This is an optimization exercise on Yosys and OpenROAD, whose aim is small area and a short achievable clock period, not a production implementation.
At most, simulation tests tie the RTL to the original design; equivalence was not proved.
No activity file was given, so power comes from the tool's default toggle rates.

pine:
==> module rx_dma_packetizer, before the edit <==
module rx_dma_packetizer #(
    parameter int FIFO_DEPTH    = 64,
    parameter int FRAME_SAMPLES = 256
) (
    input  logic        clk,
    input  logic        rst,
    input  logic        enable,
    input  logic        s_valid,
    input  logic [15:0] s_i,
    input  logic [15:0] s_q,
    output logic        m_axis_valid,
    input  logic        m_axis_ready,
    output logic [7:0]  m_axis_data,
    output logic        m_axis_last,
    output logic        overflow,
    output logic [15:0] drop_count,
    input  logic        clear_status
);
    localparam logic [1:0] c_ST_IDLE = 2'd0;
    localparam logic [1:0] c_ST_RUN  = 2'd1;
    localparam logic [1:0] c_ST_PAD  = 2'd2;
    logic [1:0]  r_state;
    logic [7:0]  r_wr_pos;       
    logic [7:0]  r_rd_pos;       
    logic [31:0] r_mem [0:63];
    logic        r_valid;
    logic [1:0]  r_byte_idx;
    logic [7:0]  r_data;
    logic [31:0] r_hold;
    logic        r_last;
    logic        r_overflow;
    logic [15:0] r_drop_count;
    wire w_lo_eq   = (r_wr_pos[5:0] == r_rd_pos[5:0]);
    wire w_hi_eq   = (r_wr_pos[7:6] == r_rd_pos[7:6]);
    logic r_full;                
    wire w_full    = r_full;
    wire w_empty   = w_lo_eq && w_hi_eq;
    wire w_run_acc    = (r_state == c_ST_RUN) && enable;
    wire w_in_pad     = (r_state == c_ST_PAD);
    wire w_frame_last = (r_wr_pos == 8'hFF);
    wire w_pad_write  = w_in_pad && !w_full;
    wire w_push       = (w_run_acc && s_valid && !w_full) || w_pad_write;
    wire w_drop       = w_run_acc && s_valid && w_full;
    wire w_hs      = r_valid && m_axis_ready;
    wire w_pop     = !w_empty && (!r_valid || (w_hs && (r_byte_idx == 2'd3)));
    always_ff @(posedge clk) begin
        if (rst) begin
            r_state <= c_ST_IDLE;
        end else begin
            case (r_state)
                c_ST_IDLE: if (enable) r_state <= c_ST_RUN;
                c_ST_RUN:  if (!enable) r_state <= (r_wr_pos == 8'd0) ? c_ST_IDLE : c_ST_PAD;
                c_ST_PAD:  if (w_pad_write && w_frame_last) r_state <= c_ST_IDLE;
                default:   r_state <= c_ST_IDLE;
            endcase
        end
    end
    logic [63:0] w_wr_sel;
    logic [63:0] w_rd_sel;
    logic [63:0] r_rd_sel;       
    logic [7:0]  r_wr_lo;        
    logic [7:0]  r_wr_hi;        
    logic [7:0]  r_wr_hen;       
    logic [31:0] w_wr_data;
    logic [31:0] w_rd_data;
    always_comb begin
        for (int k = 0; k < 64; k++) begin
            w_wr_sel[k] = r_wr_lo[k % 8] && r_wr_hen[k / 8];
        end
    end
    assign w_rd_sel  = r_rd_sel;
    assign w_wr_data = w_in_pad ? 32'd0 : {s_q, s_i};
    always_ff @(posedge clk) begin
        for (int k = 0; k < 64; k++) begin
            if (w_wr_sel[k]) r_mem[k] <= w_wr_data;
        end
    end
    always_comb begin
        w_rd_data = '0;
        for (int k = 0; k < 64; k++) begin
            w_rd_data = w_rd_data | ({32{w_rd_sel[k]}} & r_mem[k]);
        end
    end
    always_ff @(posedge clk) begin
        if (rst) begin
            r_wr_pos <= '0;
            r_rd_pos <= '0;
        end else begin
            if (w_push) r_wr_pos <= r_wr_pos + 8'd1;
            if (w_pop)  r_rd_pos <= r_rd_pos + 8'd1;
        end
    end
    wire w_count_63 = ((r_wr_pos + 8'd1 - r_rd_pos) == 8'd64);
    wire w_full_next = w_pop ? 1'b0 : (w_push ? w_count_63 : r_full);
    wire [7:0] w_wr_hi_next = (w_push && r_wr_lo[7]) ? {r_wr_hi[6:0], r_wr_hi[7]} : r_wr_hi;
    always_ff @(posedge clk) begin
        if (rst) begin
            r_full   <= 1'b0;
            r_wr_lo  <= 8'd1;
            r_wr_hi  <= 8'd1;
            r_wr_hen <= 8'd1;
        end else begin
            r_full   <= w_full_next;
            r_wr_hi  <= w_wr_hi_next;
            r_wr_hen <= w_wr_hi_next & {8{!w_full_next}};
            if (w_push) r_wr_lo <= {r_wr_lo[6:0], r_wr_lo[7]};
        end
    end
    always_ff @(posedge clk) begin
        if (rst) begin
            r_rd_sel <= 64'd1;
        end else if (w_pop) begin
            r_rd_sel <= {r_rd_sel[62:0], r_rd_sel[63]};
        end
    end
    always_ff @(posedge clk) begin
        if (rst) begin
            r_valid    <= 1'b0;
            r_byte_idx <= 2'd0;
            r_last     <= 1'b0;
        end else begin
            if (w_pop)
                r_valid <= 1'b1;
            else if (w_hs && (r_byte_idx == 2'd3))
                r_valid <= 1'b0;
            if (w_hs) begin
                r_byte_idx <= r_byte_idx + 2'd1;
                r_last     <= (r_byte_idx == 2'd2) && (r_rd_pos == 8'd0);
            end
        end
    end
    wire [1:0] w_idx_next = r_byte_idx + {1'b0, w_hs};
    logic [7:0] w_hold_byte;
    always_comb begin
        case (w_idx_next)
            2'd0:    w_hold_byte = r_hold[7:0];
            2'd1:    w_hold_byte = r_hold[15:8];
            2'd2:    w_hold_byte = r_hold[23:16];
            default: w_hold_byte = r_hold[31:24];
        endcase
    end
    always_ff @(posedge clk) begin
        r_data <= w_pop ? w_rd_data[7:0] : w_hold_byte;
        if (w_pop) begin
            r_hold <= w_rd_data;
        end
    end
    assign m_axis_data  = r_data;
    assign m_axis_last  = r_last;
    assign m_axis_valid = r_valid;
    always_ff @(posedge clk) begin
        if (rst) begin
            r_overflow   <= 1'b0;
            r_drop_count <= 16'd0;
        end else if (w_drop) begin
            r_overflow   <= 1'b1;
            r_drop_count <= clear_status ? 16'd1 :
                            (&r_drop_count) ? r_drop_count : r_drop_count + 16'd1;
        end else if (clear_status) begin
            r_overflow   <= 1'b0;
            r_drop_count <= 16'd0;
        end
    end
    assign overflow   = r_overflow;
    assign drop_count = r_drop_count;
endmodule
==> flow/config.mk <==
export PLATFORM = sky130hd
export DESIGN_NAME = rx_dma_packetizer
export DESIGN_NICKNAME = rx_dma_packetizer
export VERILOG_FILES = /design/flow/design.v
export SDC_FILE = /design/flow/constraint.sdc
export NUM_CORES = 4
export LEC_CHECK = 0
export CAP_MARGIN = 20
export CORE_MARGIN = 2
export CORE_UTILIZATION = 45
export CTS_CLUSTER_DIAMETER = 60
export CTS_CLUSTER_SIZE = 30
export SETUP_SLACK_MARGIN = 2.5
export SLEW_MARGIN = 20
==> flow/constraint.sdc <==
create_clock -name core_clock -period 5.0 [get_ports {clk}]
set_input_delay 1.0000 -clock core_clock [delete_from_list [all_inputs] [get_ports {clk}]]
set_output_delay 1.0000 -clock core_clock [all_outputs]
set_load 0.01 [all_outputs]
run.sh (not shown) runs the stock make flow with config.mk's settings and CLKGATE_MAP_FILE= SYNTH_SCRIPT=/design/flow/synth_recipe.tcl, a recipe that flattens the netlist after the stock synthesis.
What maple does differently from pine at the input level:
--- a/flow/design.v
+++ b/flow/design.v
@@ -27,14 +27,13 @@
     logic        r_valid;
     logic [1:0]  r_byte_idx;
     logic [7:0]  r_data;
-    logic [31:0] r_hold;
+    logic [23:0] r_hold;
     logic        r_last;
     logic        r_overflow;
     logic [15:0] r_drop_count;
     wire w_lo_eq   = (r_wr_pos[5:0] == r_rd_pos[5:0]);
     wire w_hi_eq   = (r_wr_pos[7:6] == r_rd_pos[7:6]);
-    logic r_full;                
-    wire w_full    = r_full;
+    wire w_full    = w_lo_eq && !w_hi_eq;
     wire w_empty   = w_lo_eq && w_hi_eq;
     wire w_run_acc    = (r_state == c_ST_RUN) && enable;
     wire w_in_pad     = (r_state == c_ST_PAD);
@@ -59,21 +58,14 @@
     logic [63:0] w_wr_sel;
     logic [63:0] w_rd_sel;
     logic [63:0] r_rd_sel;       
-    logic [7:0]  r_wr_lo;        
-    logic [7:0]  r_wr_hi;        
-    logic [7:0]  r_wr_hen;       
     logic [31:0] w_wr_data;
     logic [31:0] w_rd_data;
-    always_comb begin
-        for (int k = 0; k < 64; k++) begin
-            w_wr_sel[k] = r_wr_lo[k % 8] && r_wr_hen[k / 8];
-        end
-    end
+    assign w_wr_sel  = 64'd1 << r_wr_pos[5:0];
     assign w_rd_sel  = r_rd_sel;
     assign w_wr_data = w_in_pad ? 32'd0 : {s_q, s_i};
     always_ff @(posedge clk) begin
         for (int k = 0; k < 64; k++) begin
-            if (w_wr_sel[k]) r_mem[k] <= w_wr_data;
+            if (w_wr_sel[k] && !w_full) r_mem[k] <= w_wr_data;
         end
     end
     always_comb begin
@@ -89,22 +81,6 @@
         end else begin
             if (w_push) r_wr_pos <= r_wr_pos + 8'd1;
             if (w_pop)  r_rd_pos <= r_rd_pos + 8'd1;
-        end
-    end
-    wire w_count_63 = ((r_wr_pos + 8'd1 - r_rd_pos) == 8'd64);
-    wire w_full_next = w_pop ? 1'b0 : (w_push ? w_count_63 : r_full);
-    wire [7:0] w_wr_hi_next = (w_push && r_wr_lo[7]) ? {r_wr_hi[6:0], r_wr_hi[7]} : r_wr_hi;
-    always_ff @(posedge clk) begin
-        if (rst) begin
-            r_full   <= 1'b0;
-            r_wr_lo  <= 8'd1;
-            r_wr_hi  <= 8'd1;
-            r_wr_hen <= 8'd1;
-        end else begin
-            r_full   <= w_full_next;
-            r_wr_hi  <= w_wr_hi_next;
-            r_wr_hen <= w_wr_hi_next & {8{!w_full_next}};
-            if (w_push) r_wr_lo <= {r_wr_lo[6:0], r_wr_lo[7]};
         end
     end
     always_ff @(posedge clk) begin
@@ -130,20 +106,16 @@
             end
         end
     end
-    wire [1:0] w_idx_next = r_byte_idx + {1'b0, w_hs};
-    logic [7:0] w_hold_byte;
-    always_comb begin
-        case (w_idx_next)
-            2'd0:    w_hold_byte = r_hold[7:0];
-            2'd1:    w_hold_byte = r_hold[15:8];
-            2'd2:    w_hold_byte = r_hold[23:16];
-            default: w_hold_byte = r_hold[31:24];
-        endcase
-    end
     always_ff @(posedge clk) begin
-        r_data <= w_pop ? w_rd_data[7:0] : w_hold_byte;
         if (w_pop) begin
-            r_hold <= w_rd_data;
+            r_data <= w_rd_data[7:0];
+            r_hold <= w_rd_data[31:8];
+        end else if (w_hs) begin
+            case (r_byte_idx)
+                2'd0:    r_data <= r_hold[7:0];
+                2'd1:    r_data <= r_hold[15:8];
+                default: r_data <= r_hold[23:16];
+            endcase
         end
     end
     assign m_axis_data  = r_data;
## What came out
Compared with pine, the router placed more vias in maple.
Higher share of the synthesized area in compound gates (AO/OA/AOI/OAI) among maple and pine: maple
maple vs pine — design area climbed by a few percent
Final worst-path cycle share was lower in the run labelled maple.
pine -> maple: sequential power flat
Relative to pine, routed wire length per instance has increased by 5.2% in maple.
Between maple and pine, the total design power does not differ in any meaningful way.
Comparing pine against maple, there is no change at all in number of instances on the worst hold path.
Compared with pine, maple shows total wire length after detailed routing that has gone up by a few percent.
maple ends up with higher final standard cell utilization of the core than pine does.
Only the layout flow was run in maple; the RTL was not checked for function there.


## run a
The RTL this note starts from:
==> flow/design.v <==
`default_nettype none
module rx_dma_packetizer #(
    parameter int FIFO_DEPTH    = 64,
    parameter int FRAME_SAMPLES = 256
) (
    input  logic        clk,
    input  logic        rst,
    input  logic        enable,
    input  logic        s_valid,
    input  logic [15:0] s_i,
    input  logic [15:0] s_q,
    output logic        m_axis_valid,
    input  logic        m_axis_ready,
    output logic [7:0]  m_axis_data,
    output logic        m_axis_last,
    output logic        overflow,
    output logic [15:0] drop_count,
    input  logic        clear_status
);
    localparam logic [1:0] c_ST_IDLE = 2'd0;
    localparam logic [1:0] c_ST_RUN  = 2'd1;
    localparam logic [1:0] c_ST_PAD  = 2'd2;
    logic [1:0]  r_state;
    logic [7:0]  r_wr_pos;       
    logic [7:0]  r_rd_pos;       
    logic [31:0] r_mem [0:63];
    logic        r_valid;
    logic [1:0]  r_byte_idx;
    logic [7:0]  r_data;
    logic [31:0] r_hold;
    logic        r_last;
    logic        r_overflow;
    logic [15:0] r_drop_count;
    wire w_lo_eq   = (r_wr_pos[5:0] == r_rd_pos[5:0]);
    wire w_hi_eq   = (r_wr_pos[7:6] == r_rd_pos[7:6]);
    logic r_full;                
    wire w_full    = r_full;
    wire w_empty   = w_lo_eq && w_hi_eq;
    wire w_run_acc    = (r_state == c_ST_RUN) && enable;
    wire w_in_pad     = (r_state == c_ST_PAD);
    wire w_frame_last = (r_wr_pos == 8'hFF);
    wire w_pad_write  = w_in_pad && !w_full;
    wire w_push       = (w_run_acc && s_valid && !w_full) || w_pad_write;
    wire w_drop       = w_run_acc && s_valid && w_full;
    wire w_hs      = r_valid && m_axis_ready;
    wire w_pop     = !w_empty && (!r_valid || (w_hs && (r_byte_idx == 2'd3)));
    always_ff @(posedge clk) begin
        if (rst) begin
            r_state <= c_ST_IDLE;
        end else begin
            case (r_state)
                c_ST_IDLE: if (enable) r_state <= c_ST_RUN;
                c_ST_RUN:  if (!enable) r_state <= (r_wr_pos == 8'd0) ? c_ST_IDLE : c_ST_PAD;
                c_ST_PAD:  if (w_pad_write && w_frame_last) r_state <= c_ST_IDLE;
                default:   r_state <= c_ST_IDLE;
            endcase
        end
    end
    logic [63:0] w_wr_sel;
    logic [63:0] w_rd_sel;
    logic [63:0] r_rd_sel;       
    logic [7:0]  r_wr_lo;        
    logic [7:0]  r_wr_hi;        
    logic [7:0]  r_wr_hen;       
    logic [31:0] w_wr_data;
    logic [31:0] w_rd_data;
    always_comb begin
        for (int k = 0; k < 64; k++) begin
            w_wr_sel[k] = r_wr_lo[k % 8] && r_wr_hen[k / 8];
        end
    end
    assign w_rd_sel  = r_rd_sel;
    assign w_wr_data = w_in_pad ? 32'd0 : {s_q, s_i};
    always_ff @(posedge clk) begin
        for (int k = 0; k < 64; k++) begin
            if (w_wr_sel[k]) r_mem[k] <= w_wr_data;
        end
    end
    always_comb begin
        w_rd_data = '0;
        for (int k = 0; k < 64; k++) begin
            w_rd_data = w_rd_data | ({32{w_rd_sel[k]}} & r_mem[k]);
        end
    end
    always_ff @(posedge clk) begin
        if (rst) begin
            r_wr_pos <= '0;
            r_rd_pos <= '0;
        end else begin
            if (w_push) r_wr_pos <= r_wr_pos + 8'd1;
            if (w_pop)  r_rd_pos <= r_rd_pos + 8'd1;
        end
    end
    wire w_count_63 = ((r_wr_pos + 8'd1 - r_rd_pos) == 8'd64);
    wire w_full_next = w_pop ? 1'b0 : (w_push ? w_count_63 : r_full);
    wire [7:0] w_wr_hi_next = (w_push && r_wr_lo[7]) ? {r_wr_hi[6:0], r_wr_hi[7]} : r_wr_hi;
    always_ff @(posedge clk) begin
        if (rst) begin
            r_full   <= 1'b0;
            r_wr_lo  <= 8'd1;
            r_wr_hi  <= 8'd1;
            r_wr_hen <= 8'd1;
        end else begin
            r_full   <= w_full_next;
            r_wr_hi  <= w_wr_hi_next;
            r_wr_hen <= w_wr_hi_next & {8{!w_full_next}};
            if (w_push) r_wr_lo <= {r_wr_lo[6:0], r_wr_lo[7]};
        end
    end
    always_ff @(posedge clk) begin
        if (rst) begin
            r_rd_sel <= 64'd1;
        end else if (w_pop) begin
            r_rd_sel <= {r_rd_sel[62:0], r_rd_sel[63]};
        end
    end
    always_ff @(posedge clk) begin
        if (rst) begin
            r_valid    <= 1'b0;
            r_byte_idx <= 2'd0;
            r_last     <= 1'b0;
        end else begin
            if (w_pop)
                r_valid <= 1'b1;
            else if (w_hs && (r_byte_idx == 2'd3))
                r_valid <= 1'b0;
            if (w_hs) begin
                r_byte_idx <= r_byte_idx + 2'd1;
                r_last     <= (r_byte_idx == 2'd2) && (r_rd_pos == 8'd0);
            end
        end
    end
    wire [1:0] w_idx_next = r_byte_idx + {1'b0, w_hs};
    logic [7:0] w_hold_byte;
    always_comb begin
        case (w_idx_next)
            2'd0:    w_hold_byte = r_hold[7:0];
            2'd1:    w_hold_byte = r_hold[15:8];
            2'd2:    w_hold_byte = r_hold[23:16];
            default: w_hold_byte = r_hold[31:24];
        endcase
    end
    always_ff @(posedge clk) begin
        r_data <= w_pop ? w_rd_data[7:0] : w_hold_byte;
        if (w_pop) begin
            r_hold <= w_rd_data;
        end
    end
    assign m_axis_data  = r_data;
    assign m_axis_last  = r_last;
    assign m_axis_valid = r_valid;
    always_ff @(posedge clk) begin
        if (rst) begin
            r_overflow   <= 1'b0;
            r_drop_count <= 16'd0;
        end else if (w_drop) begin
            r_overflow   <= 1'b1;
            r_drop_count <= clear_status ? 16'd1 :
                            (&r_drop_count) ? r_drop_count : r_drop_count + 16'd1;
        end else if (clear_status) begin
            r_overflow   <= 1'b0;
            r_drop_count <= 16'd0;
        end
    end
    assign overflow   = r_overflow;
    assign drop_count = r_drop_count;
endmodule
`default_nettype wire
clock: 5.0 ns
lec_check: 0
cap_margin: 20
core_margin: 2
core_utilization: 45
cts_buf_list: sky130_fd_sc_hd__clkbuf_8
cts_cluster_diameter: 60
cts_cluster_size: 16
setup_slack_margin: 2.5
slew_margin: 20
tns_end_percent: 20
buffer_ports_args: -buffer_cell sky130_fd_sc_hd__buf_4
standard.sh (not shown) runs the stock make flow with config.mk's settings and CLKGATE_MAP_FILE= SYNTH_SCRIPT=/design/flow/synth_recipe.tcl, a recipe that flattens the netlist after the stock synthesis.
==> flow/flow/run.sh <==
#!/bin/bash
set -o pipefail
cp standard.sh standard.sh.orig.log
cp config.mk config.mk.orig.log
echo 'export BUFFER_PORTS_ARGS = -buffer_cell sky130_fd_sc_hd__buf_4' >> config.mk
bash standard.sh > standard.log 2>&1
diff inputs: run a => run b
--- a/flow/design.v
+++ b/flow/design.v
@@ -60,16 +60,13 @@
     logic [63:0] w_rd_sel;
     logic [63:0] r_rd_sel;       
     logic [7:0]  r_wr_lo;        
     logic [7:0]  r_wr_hi;        
-    logic [7:0]  r_wr_hen;       
+    logic [63:0] r_wr_en;        
+    logic        r_c63;          
     logic [31:0] w_wr_data;
     logic [31:0] w_rd_data;
-    always_comb begin
-        for (int k = 0; k < 64; k++) begin
-            w_wr_sel[k] = r_wr_lo[k % 8] && r_wr_hen[k / 8];
-        end
-    end
+    assign w_wr_sel = r_wr_en;
     assign w_rd_sel  = r_rd_sel;
     assign w_wr_data = w_in_pad ? 32'd0 : {s_q, s_i};
     always_ff @(posedge clk) begin
         for (int k = 0; k < 64; k++) begin
@@ -90,22 +87,33 @@
             if (w_push) r_wr_pos <= r_wr_pos + 8'd1;
             if (w_pop)  r_rd_pos <= r_rd_pos + 8'd1;
         end
     end
-    wire w_count_63 = ((r_wr_pos + 8'd1 - r_rd_pos) == 8'd64);
-    wire w_full_next = w_pop ? 1'b0 : (w_push ? w_count_63 : r_full);
+    wire w_count_62  = ((r_wr_pos - r_rd_pos) == 8'd62);
+    wire w_full_next = r_full ? !w_pop : (r_c63 && w_push && !w_pop);
+    wire w_c63_next  = (r_c63 && (w_push == w_pop)) || (r_full && w_pop) ||
+                       (w_count_62 && w_push && !w_pop);
+    wire [7:0] w_wr_lo_next = w_push ? {r_wr_lo[6:0], r_wr_lo[7]} : r_wr_lo;
     wire [7:0] w_wr_hi_next = (w_push && r_wr_lo[7]) ? {r_wr_hi[6:0], r_wr_hi[7]} : r_wr_hi;
+    logic [63:0] w_wr_en_next;
+    always_comb begin
+        for (int k = 0; k < 64; k++) begin
+            w_wr_en_next[k] = w_wr_lo_next[k % 8] && w_wr_hi_next[k / 8] && !w_full_next;
+        end
+    end
     always_ff @(posedge clk) begin
         if (rst) begin
             r_full   <= 1'b0;
+            r_c63    <= 1'b0;
             r_wr_lo  <= 8'd1;
             r_wr_hi  <= 8'd1;
-            r_wr_hen <= 8'd1;
+            r_wr_en  <= 64'd1;
         end else begin
             r_full   <= w_full_next;
+            r_c63    <= w_c63_next;
+            r_wr_lo  <= w_wr_lo_next;
             r_wr_hi  <= w_wr_hi_next;
-            r_wr_hen <= w_wr_hi_next & {8{!w_full_next}};
-            if (w_push) r_wr_lo <= {r_wr_lo[6:0], r_wr_lo[7]};
+            r_wr_en  <= w_wr_en_next;
         end
     end
     always_ff @(posedge clk) begin
         if (rst) begin
--- outcome ---
Diff run a -> run b: fraction of the mapped netlist area in simple logic gates went down by 0.47 points, core footprint went up by 1.5%, unique cell type count in the Yosys netlist went up by 16. Looking at synthesized area across run a and run b, the one that comes out lower is run a. The setup slack of the critical path after layout of run b falls short of that of run a by 0.079 ns. Run b reports its cell at the slowest stage of the critical path as sky130_fd_sc_hd__or4_4 while run a reports sky130_fd_sc_hd__and2_2. Time the final worst path needs with I/O delays and setup up 0.079 ns in run b wrt run a. Run b against run a: highest ir drop seen on vdd up about 9%; die area up 1.6%. The final reports for run b and run a show synthesized net count higher in the former. Compared with run a, run b shows a higher portion of the clock cycle consumed by the worst path in the final layout. Compared with run a, run b is hungrier on power.
Function not checked in run b: the RTL went through the layout flow alone.

re-timing with driven ports:
No port has a modelled driver above. Below, the same layouts with a new extraction and two added sets of constraints. Step 1 (the two cells are an assumption about what drives the block):
set clk [get_ports {clk}]
set_driving_cell -lib_cell sky130_fd_sc_hd__clkbuf_16 $clk
set_driving_cell -lib_cell sky130_fd_sc_hd__buf_2 [delete_from_list [all_inputs] $clk]
Step 2, shift: input delay + t, output delay - t, t = (earliest + latest rising clock arrival at the registers) / 2. This alone moves slack from input paths to output paths. a / b / c = ideal ports / drivers / drivers and shift; a / b = the first two.
run | t (ns) | slack for setup (ns) | worst data-port slew with drivers (ns)
pine | 0.881 | 2.356 / 2.356 / 1.708 | 0.05
maple | 0.890 | 2.384 / 2.368 / 1.664 | 0.04
run a | 1.013 | 2.363 / 2.359 / 2.237 | 0.08
run b | 1.062 | 2.284 / 2.226 / 1.883 | 0.11
After both steps setup and hold are still met in every run listed. For maple, which loses most, drivers alone change the setup slack by -0.016 ns; drivers and shift together by -0.720 ns.
